This is an optimization exercise on Yosys and OpenROAD, whose aim is small area, a short achievable clock period and few clock cycles, not a production implementation.
No activity file was given, so power comes from the tool's default toggle rates.

==> flow/design.v (excerpt) <==
module accel_top #(
  parameter int ARRAY_N = 4
) (
  input  logic        clk,
  input  logic        arst_n,
  input  logic        psel,
  input  logic        penable,
  input  logic        pwrite,
  input  logic [11:0] paddr,
  input  logic [31:0] pwdata,
  output logic [31:0] prdata,
  output logic        pready,
  output logic        pslverr,
  output logic        interrupt,
  output logic        busy
);
  localparam int CELLS  = ARRAY_N * ARRAY_N;
  localparam int T_BITS = 58;
  logic       setup;
  logic       in_buf;
  logic       hit_ctrl, hit_status, hit_a, hit_b;
  logic       ro_bits;
  logic       dec_err;
  logic [3:0] pidx;
  logic       rd_c, rd_status, rd_ctrl, rd_other;
  assign setup      = psel && !penable;
  assign in_buf     = (paddr[1:0] == 2'b00) && (paddr[7:6] == 2'b00);
  assign hit_ctrl   = (paddr == 12'h000);
  assign hit_status = (paddr == 12'h004);
  assign hit_a      = in_buf && (paddr[11:8] == 4'h1);
  assign hit_b      = in_buf && (paddr[11:8] == 4'h2);
  assign ro_bits    = |{pwdata[31:2], pwdata[0]};
  assign pidx       = paddr[5:2];
  always_comb begin
    if (pwrite) begin
      dec_err = !(hit_ctrl || hit_status || hit_a || hit_b) || (hit_status && ro_bits) ||
                ((hit_a || hit_b) && busy);
    end else begin
      dec_err = !(hit_ctrl || hit_status || hit_a || hit_b || (in_buf && paddr[11:8] == 4'h3));
    end
  end
  ...
Size: roughly 30000 sq um of cells after synthesis.
==> flow/config.mk <==
export PLATFORM = sky130hd
export DESIGN_NAME = accel_top
export DESIGN_NICKNAME = accel_top
export VERILOG_FILES = /design/flow/design.v
export SDC_FILE = /design/flow/constraint.sdc
export NUM_CORES = 4
export LEC_CHECK = 0
export CAP_MARGIN = 20
export CORE_MARGIN = 2
export CORE_UTILIZATION = 40
export CTS_BUF_LIST = sky130_fd_sc_hd__clkbuf_16
export CTS_CLUSTER_DIAMETER = 80
export CTS_CLUSTER_SIZE = 32
export PLACE_DENSITY = 0.6
export SLEW_MARGIN = 20
==> flow/constraint.sdc <==
create_clock -name core_clock -period 10.0 [get_ports {clk}]
set_input_delay 2.0000 -clock core_clock [delete_from_list [all_inputs] [get_ports {clk}]]
set_output_delay 2.0000 -clock core_clock [all_outputs]
set_load 0.01 [all_outputs]
standard.sh (not shown) runs the stock make flow with config.mk's settings and CLKGATE_MAP_FILE= SYNTH_SCRIPT=/design/flow/synth_recipe.tcl, a recipe that flattens the netlist after the stock synthesis.
==> flow/flow/run.sh <==
#!/bin/bash
# layout flow: the standard flow, with timing repair asked for 7.0 ns of setup slack so
# that it keeps improving the achieved period beyond the 10 ns clock, and with plain
# buffers (rather than delay cells) on the ports
set -euo pipefail
bash standard.sh SETUP_SLACK_MARGIN=7.0 \
  "BUFFER_PORTS_ARGS=-buffer_cell sky130_fd_sc_hd__buf_2" finish > standard.log 2>&1
Then changed:
--- a/flow/design.v
+++ b/flow/design.v
@@ -924,46 +924,48 @@
   input  logic        pwrite,
   input  logic [11:0] paddr,
   input  logic [31:0] pwdata,
   output logic [31:0] prdata,
   output logic        pready,
   output logic        pslverr,
   output logic        interrupt,
   output logic        busy
 );
   localparam int CELLS  = ARRAY_N * ARRAY_N;
   localparam int T_BITS = 58;
-  logic       setup;
+  logic       setup;             
+  logic       sweep;             
+  logic [2:0] scnt;
   logic       in_buf;
   logic       hit_ctrl, hit_status, hit_a, hit_b;
   logic       ro_bits;
   logic       dec_err;
   logic [3:0] pidx;
   logic       rd_c, rd_status, rd_ctrl, rd_other;
-  assign setup      = psel && !penable;
+  assign setup      = psel && (sweep ? (scnt == 3'd7) : !penable);
   assign in_buf     = (paddr[1:0] == 2'b00) && (paddr[7:6] == 2'b00);
   assign hit_ctrl   = (paddr == 12'h000);
   assign hit_status = (paddr == 12'h004);
   assign hit_a      = in_buf && (paddr[11:8] == 4'h1);
   assign hit_b      = in_buf && (paddr[11:8] == 4'h2);
   assign ro_bits    = |{pwdata[31:2], pwdata[0]};
   assign pidx       = paddr[5:2];
   always_comb begin
     if (pwrite) begin
       dec_err = !(hit_ctrl || hit_status || hit_a || hit_b) || (hit_status && ro_bits) ||
                 ((hit_a || hit_b) && busy);
     end else begin
       dec_err = !(hit_ctrl || hit_status || hit_a || hit_b || (in_buf && paddr[11:8] == 4'h3));
     end
   end
-  assign rd_c      = psel && !penable && !pwrite && (paddr[11:8] == 4'h3) &&
+  assign rd_c      = setup && !pwrite && (paddr[11:8] == 4'h3) &&
                      (paddr[7:6] == 2'b00) && (paddr[1:0] == 2'b00);
   assign rd_status = setup && !pwrite && hit_status;
   assign rd_ctrl   = setup && !pwrite && hit_ctrl;
   assign rd_other  = setup && !pwrite && !rd_c;
   logic       wr_a_q, wr_b_q, wr_ctrl_q, start_q, clr_q, err_q;
   logic [3:0] idx_q;
   logic       start;
   logic       cvalid;
   logic       irq_en, irq_en_n;
   logic       done, done_n;
   logic       interrupt_q;
@@ -1002,30 +1004,38 @@
         cvalid <= 1'b1;
       end
     end
   end
   assign interrupt = interrupt_q;
   logic [7:0] a_buf [CELLS];
   logic [7:0] b_buf [CELLS];
   logic [7:0] a_run [CELLS];
   logic [7:0] b_run [CELLS];
   always_ff @(posedge clk or negedge arst_n) begin
     if (!arst_n) begin
-      for (int n = 0; n < CELLS; n++) begin
-        a_buf[n] <= '0;
-        b_buf[n] <= '0;
+      sweep <= 1'b1;
+      scnt  <= '0;
+    end else if (sweep) begin
+      scnt <= scnt + 3'd1;
+      if (scnt == 3'd7) begin
+        sweep <= 1'b0;
       end
-    end else begin
-      for (int n = 0; n < CELLS; n++) begin
-        if (wr_a_q && idx_q == 4'(n)) a_buf[n] <= pwdata[7:0];
-        if (wr_b_q && idx_q == 4'(n)) b_buf[n] <= pwdata[7:0];
+    end
+  end
+  always_ff @(posedge clk) begin
+    for (int n = 0; n < CELLS; n++) begin
+      if (sweep ? (scnt == 3'(n)) : (wr_a_q && idx_q == 4'(n))) begin
+        a_buf[n] <= sweep ? 8'd0 : pwdata[7:0];
+      end
+      if (sweep ? (scnt == 3'(n)) : (wr_b_q && idx_q == 4'(n))) begin
+        b_buf[n] <= sweep ? 8'd0 : pwdata[7:0];
       end
     end
   end
   always_ff @(posedge clk) begin
     if (start) begin
       for (int n = 0; n < CELLS; n++) begin
         a_run[n] <= a_buf[n];
         b_run[n] <= b_buf[n];
       end
     end
   end
@@ -1128,23 +1138,23 @@
       res_idx  <= '0;
       c_first  <= 1'b0;
       c_pend   <= 1'b0;
       c_hit    <= 1'b0;
       pready_q <= 1'b0;
     end else begin
       res_v    <= res_v_n;
       res_idx  <= res_idx_n;
       c_first  <= rd_c;
       c_pend   <= c_pend_n;
       c_hit    <= c_hit_n;
-      pready_q <= !c_pend_n || c_hit_n;
+      pready_q <= !(sweep && scnt != 3'd7) && (!c_pend_n || c_hit_n);
     end
   end
   always_ff @(posedge clk) begin
     if (rd_other) begin
       rdata_q <= {22'd0, (rd_status && done_n) || (rd_ctrl && irq_en_n), rd_status && start};
     end else if (acc_done) begin
       rdata_q <= cvalid ? {6'd0, sum} : 24'd0;
     end
   end
   assign pready  = pready_q;
   assign pslverr = err_q;
After rerunning: Setup slack gets worse by 0.071 ns; design area shrinks by 3.1%; worst hold slack gets worse by 0.018 ns; sequential power grows by about 4%; via count shrinks by about 8%; power grows by about 8%; global-route usage shrinks by 0.69 points; area after synthesis shrinks by 4.4%; count of clock-buffer cells in the layout shrinks by 2.
No run of this note included a check of the RTL's function; only the layout flow was run.

re-timing with driven ports:
In the flow no input, the clock included, has a driving cell. The finished layouts below were timed again as built, in two steps.
Step 1 sets driving cells, clkbuf_16 on the clock port and buf_2 on the other inputs (assumed; they add their load-dependent delay and slew).
Step 2 also shifts input and output timing later by t, the mid clock arrival at the registers, as if the neighbouring blocks saw the same clock.
a / b / c = ideal ports / drivers / drivers and shift; a / b = the first two.
| run | t, ns | setup slack, ns | worst setup path at the end |
|---|---|---|---|
| the first run | 0.681 | 6.802 / 6.740 / 6.283 | input to register |
| the second run | 0.698 | 6.730 / 6.740 / 6.042 | input to register |
After both steps setup and hold are still met in every run listed. The setup slack of the second run, which loses most, moves by +0.010 ns with the drivers and by -0.688 ns with both steps.
